This is an optimization exercise on Yosys and OpenROAD, whose aim is small area, not a production implementation.
Function was checked by simulation only, so behaviour that the tests miss may differ from the original.
Power is estimated from default activity; no workload was simulated.

job 8796:
## icache_tag_ctrl
module icache_tag_ctrl (
    input  logic        clk,
    input  logic        rst_n,
    input  logic        req_vld,
    input  logic [23:0] req,
    output logic        req_rdy,
    output logic        res_vld,
    output logic [22:0] res
);
    logic       l_vld;
    logic [7:0] l_tag;
    logic [5:0] l_idx;
    logic       l_one;
    logic [3:0] l_txn;
    logic       sa_vld;
    logic [5:0] sa_idx;
    logic [7:0] sa_t0;
    logic [7:0] sa_t1;
    logic       sb_vld;
    logic [5:0] sb_idx;
    logic [7:0] sb_t0;
    logic [7:0] sb_t1;
    logic [31:0][7:0] t0_m [2];
    logic [31:0][7:0] t1_m [2];
    logic [31:0]      v0_m [2];
    logic [31:0]      lru_m [2];
    logic       r_ha;
    logic       r_wa;
    logic       r_hb;
    logic       r_wb;
    logic [5:0] r_idx;
    logic       r_one;
    logic [3:0] r_txn;
    logic pending;
    logic accept;
    assign pending = sa_vld | sb_vld;
    assign req_rdy = ~pending;
    assign accept  = req_vld & ~pending;
    always_ff @(posedge clk or negedge rst_n) begin
        if (!rst_n) begin
            l_vld <= 1'b0;
        end else begin
            l_vld <= accept;
        end
    end
    always_ff @(posedge clk) begin
        l_tag <= req[23:16];
        l_idx <= req[15:10];
        l_one <= &req[9:4];
        l_txn <= req[3:0];
    end
    logic [7:0] b_tag;
    logic [5:0] b_idx;
    logic [4:0] row_o;
    logic [4:0] row_e;
    assign {b_tag, b_idx} = {l_tag, l_idx} + {13'd0, ~l_one};
    assign row_o = l_idx[5:1];
    assign row_e = l_idx[5:1] + {4'd0, l_idx[0]};
    logic [7:0] o_t0, o_t1, e_t0, e_t1;
    logic       o_v0, e_v0, o_lru, e_lru;
    assign o_t0  = t0_m[1][row_o];
    assign o_t1  = t1_m[1][row_o];
    assign o_v0  = v0_m[1][row_o];
    assign o_lru = lru_m[1][row_o];
  ...
For scale: ~2900 cells after synthesis, about 52 I/O pins.
make LEC_CHECK=0 CAP_MARGIN=20 CORE_MARGIN=2 CORE_UTILIZATION=60 CTS_BUF_LIST=sky130_fd_sc_hd__clkbuf_16 CTS_CLUSTER_DIAMETER=60 CTS_CLUSTER_SIZE=40 PLACE_DENSITY=0.7 SLEW_MARGIN=20 finish   # period 5.5 ns
run.sh (not shown) runs the stock make flow with config.mk's settings and CLKGATE_MAP_FILE= SYNTH_SCRIPT=/design/flow/synth_recipe.tcl, a recipe that flattens the netlist after the stock synthesis.
The inputs of job 2838 differ from those of job 8796 as listed below.
==> flow/flow/run.sh (new file) <==
#!/bin/bash
# The standard layout with two changes:
#  - ABC maps the logic for area (strash; dch -f; map -a) instead of ORFS's
#    delay-oriented script; the rest of synthesis is unchanged;
#  - clock tree synthesis uses small clock buffers in small clusters and no
#    dummy loads.
# Each tool's output goes to the ORFS logs under orfs/logs, and make's to
# standard_flow.log here.
set -euo pipefail
here=$(pwd)
rm -rf "$here/orfs_scripts"
cp -r "$FLOW_HOME/scripts" "$here/orfs_scripts"
cp "$here/flow/abc_area_map.script" "$here/orfs_scripts/abc_speed.script"
export SCRIPTS_DIR="$here/orfs_scripts"
export CTS_ARGS="-sink_clustering_enable -repair_clock_nets -dont_use_dummy_load -sink_clustering_size 14 -sink_clustering_max_diameter 50 -buf_list sky130_fd_sc_hd__clkbuf_8"
bash standard.sh finish > standard_flow.log 2>&1
==> flow/flow/abc_area_map.script (new file) <==
strash
dch -f
map -a
topo
==> flow/standard.sh (new file) <==
#!/bin/bash
# synth_recipe.tcl (not shown) runs the flow's synth.tcl, then flattens the netlist and writes it again
# the make line also repeats each setting of config.mk as NAME=value (left out here)
make -C /OpenROAD-flow-scripts/flow DESIGN_CONFIG=/design/flow/config.mk WORK_HOME=/design/flow/orfs CLKGATE_MAP_FILE= SYNTH_SCRIPT=/design/flow/synth_recipe.tcl "${@:-finish}"
--- a/flow/config.mk
+++ b/flow/config.mk
@@ -8,8 +8,5 @@
 export CAP_MARGIN = 20
 export CORE_MARGIN = 2
-export CORE_UTILIZATION = 60
-export CTS_BUF_LIST = sky130_fd_sc_hd__clkbuf_16
-export CTS_CLUSTER_DIAMETER = 60
-export CTS_CLUSTER_SIZE = 40
-export PLACE_DENSITY = 0.7
+export CORE_UTILIZATION = 70
+export PLACE_DENSITY = 0.8
 export SLEW_MARGIN = 20
removed: flow/run.sh
Results
Sort job 8796 and job 2838 by part of the power in combinational logic, ascending, and job 8796 comes first. Job 2838 vs job 8796: share of the yosys chip area belonging to registers up. For average cell area after synthesis, dividing the value from job 2838 by the value from job 8796 gives 0.844. Summary of job 2838 over job 8796: worst-case headroom to the max-slew limit higher, total power after layout now smaller, post-detailed-routing wire length essentially unchanged. Changes observed in job 2838 relative to job 8796: worst-case setup margin in the final layout shows a reduction of 0.072 ns; number of antenna violations at the first check in global routing has remained practically unchanged; via count rose by about 13%; routing usage on met2 went up.
[inputs] job 320 vs job 2838
--- a/flow/config.mk
+++ b/flow/config.mk
@@ -8,5 +8,5 @@
 export CAP_MARGIN = 20
 export CORE_MARGIN = 2
-export CORE_UTILIZATION = 70
-export PLACE_DENSITY = 0.8
+export CORE_UTILIZATION = 60
+export PLACE_DENSITY = 0.7
 export SLEW_MARGIN = 20
==> results.txt <==
Taking job 2838 as the reference point, the last weighted congestion value of the routability-driven placer of job 320 falls by about 4%.
Measured against each other, job 320 and job 2838 differ in met3 global-route usage, the higher figure coming from job 2838.
Compared to job 2838, job 320 has count of clock-buffer cells in the layout 11 higher.
Job 320 — first-pass detailed-route iteration total 3 lower, job 2838 as reference
Post-cts resize count is lower on job 2838
Number of stages on the worst hold path came out exactly the same in job 320 and job 2838.
#### Input delta (job 6969 over job 320)
==> flow/run.sh (new file) <==
#!/bin/bash
# synth_recipe.tcl (not shown) runs the flow's synth.tcl, then flattens the netlist and writes it again
# the make line also repeats each setting of config.mk as NAME=value (left out here)
make -C /OpenROAD-flow-scripts/flow DESIGN_CONFIG=/design/flow/config.mk WORK_HOME=/design/flow/orfs CLKGATE_MAP_FILE= SYNTH_SCRIPT=/design/flow/synth_recipe.tcl finish
--- a/flow/config.mk
+++ b/flow/config.mk
@@ -8,5 +8,5 @@
 export CAP_MARGIN = 20
 export CORE_MARGIN = 2
-export CORE_UTILIZATION = 60
-export PLACE_DENSITY = 0.7
+export CORE_UTILIZATION = 40
+export PLACE_DENSITY = 0.6
 export SLEW_MARGIN = 20
removed: flow/flow/run.sh
removed: flow/flow/abc_area_map.script
removed: flow/standard.sh
Notes after the runs:
- Delta(detailed-router iteration count before antenna repair, job 6969 - job 320) > 0
- Compared with job 320, in job 6969 pre-CTS setup slack +0.011 ns, global-route usage fell by 12 points, number of levels in the clock H-tree went up 1, number of buffers outside the clock class in the layout went down about 25%.
- Job 320 completed every stage of the flow, and the final layout passed the timing, design-rule and antenna checks.
- Job 6969 reached the final stage; the timing, design-rule and antenna checks on its layout passed.
- Job 320 vs job 6969, end point of the critical path: lru_m[0][16] vs lru_m[1][3]
- Compared with job 320, job 6969 shows a power share of the clock group that is 13 points higher.
- Relative to job 320, largest stage delay on the critical path has gone up in job 6969.
- Summary — post-route non-filler standard cell count, job 6969 relative to job 320: higher, by about 5%.
Edits applied to the flow inputs when going from job 6969 to job 4419:
==> flow/flow/run.sh (new file) <==
#!/bin/bash
# The standard layout with two changes:
#  - ABC maps the logic for area (strash; dch -f; map -a) instead of ORFS's
#    delay-oriented script; the rest of synthesis is unchanged;
#  - clock tree synthesis uses small clock buffers in small clusters and no
#    dummy loads.
# Each tool's output goes to the ORFS logs under orfs/logs, and make's to
# standard_flow.log here.
set -euo pipefail
here=$(pwd)
rm -rf "$here/orfs_scripts"
cp -r "$FLOW_HOME/scripts" "$here/orfs_scripts"
cp "$here/flow/abc_area_map.script" "$here/orfs_scripts/abc_speed.script"
export SCRIPTS_DIR="$here/orfs_scripts"
export CTS_ARGS="-sink_clustering_enable -repair_clock_nets -dont_use_dummy_load -sink_clustering_size 8 -sink_clustering_max_diameter 50 -buf_list sky130_fd_sc_hd__clkbuf_4"
bash standard.sh finish > standard_flow.log 2>&1
==> flow/flow/abc_area_map.script (new file) <==
strash
dch -f
map -a
topo
==> flow/standard.sh (new file) <==
#!/bin/bash
# synth_recipe.tcl (not shown) runs the flow's synth.tcl, then flattens the netlist and writes it again
# the make line also repeats each setting of config.mk as NAME=value (left out here)
make -C /OpenROAD-flow-scripts/flow DESIGN_CONFIG=/design/flow/config.mk WORK_HOME=/design/flow/orfs CLKGATE_MAP_FILE= SYNTH_SCRIPT=/design/flow/synth_recipe.tcl "${@:-finish}"
--- a/flow/config.mk
+++ b/flow/config.mk
@@ -8,5 +8,5 @@
 export CAP_MARGIN = 20
 export CORE_MARGIN = 2
-export CORE_UTILIZATION = 40
-export PLACE_DENSITY = 0.6
+export CORE_UTILIZATION = 70
+export PLACE_DENSITY = 0.8
 export SLEW_MARGIN = 20
removed: flow/run.sh
### Flow results
- Job 6969 ended up with multiplexers as its dominant combinational cell family by area after synthesis; job 4419 ended up with compound AO/OA/AOI/OAI gates.
- Highest net fanout along the worst path was higher in the run labelled job 4419.
- Per the comparison of job 4419 with job 6969, number of logic inverters in the finished layout +95, core region area -about 50%, utilization +33 points.
- Between job 6969 and job 4419, worst-case setup margin in the final layout decreased.
- Taking job 6969 as the reference, in job 4419 number of global-route vias before repair shows an increase of 9.4%, final total power decreased by 17% relative to the old numbers, post-route cell area fell about 11%.

==> port drivers added, routing unchanged <==
Ports are ideal in the flow. The routed layouts listed here were re-timed in OpenROAD.
Step 1, drivers: a clkbuf_16 drives clk and a buf_2 each remaining input, both assumed.
Step 2, shift: input delay + t, output delay - t, t = (earliest + latest rising clock arrival at the registers) / 2. This alone moves slack from input paths to output paths.
Three values: ideal, step 1, step 2; two values: the first two.
run	t, ns	setup WS [ns]	worst hold slack (ns)	latest minus earliest clock arrival (ns)	slew at the worst register clock pin (ns)
job 8796	0.730	0.291 / 0.291 / 0.291	0.338 / 0.338 / 0.338	0.055 / 0.055	0.11 / 0.11
job 2838	0.770	0.219 / 0.219 / 0.219	0.325 / 0.325 / 0.325	0.132 / 0.132	0.09 / 0.09
job 320	0.784	0.149 / 0.149 / 0.149	0.332 / 0.293 / 0.332	0.127 / 0.127	0.10 / 0.10
job 6969	0.826	0.232 / 0.232 / 0.232	0.326 / 0.293 / 0.326	0.036 / 0.037	0.07 / 0.07
job 4419	1.041	0.152 / 0.152 / 0.152	0.088 / 0.060 / 0.326	0.169 / 0.168	0.11 / 0.11
After both steps setup and hold are still met in every run listed.
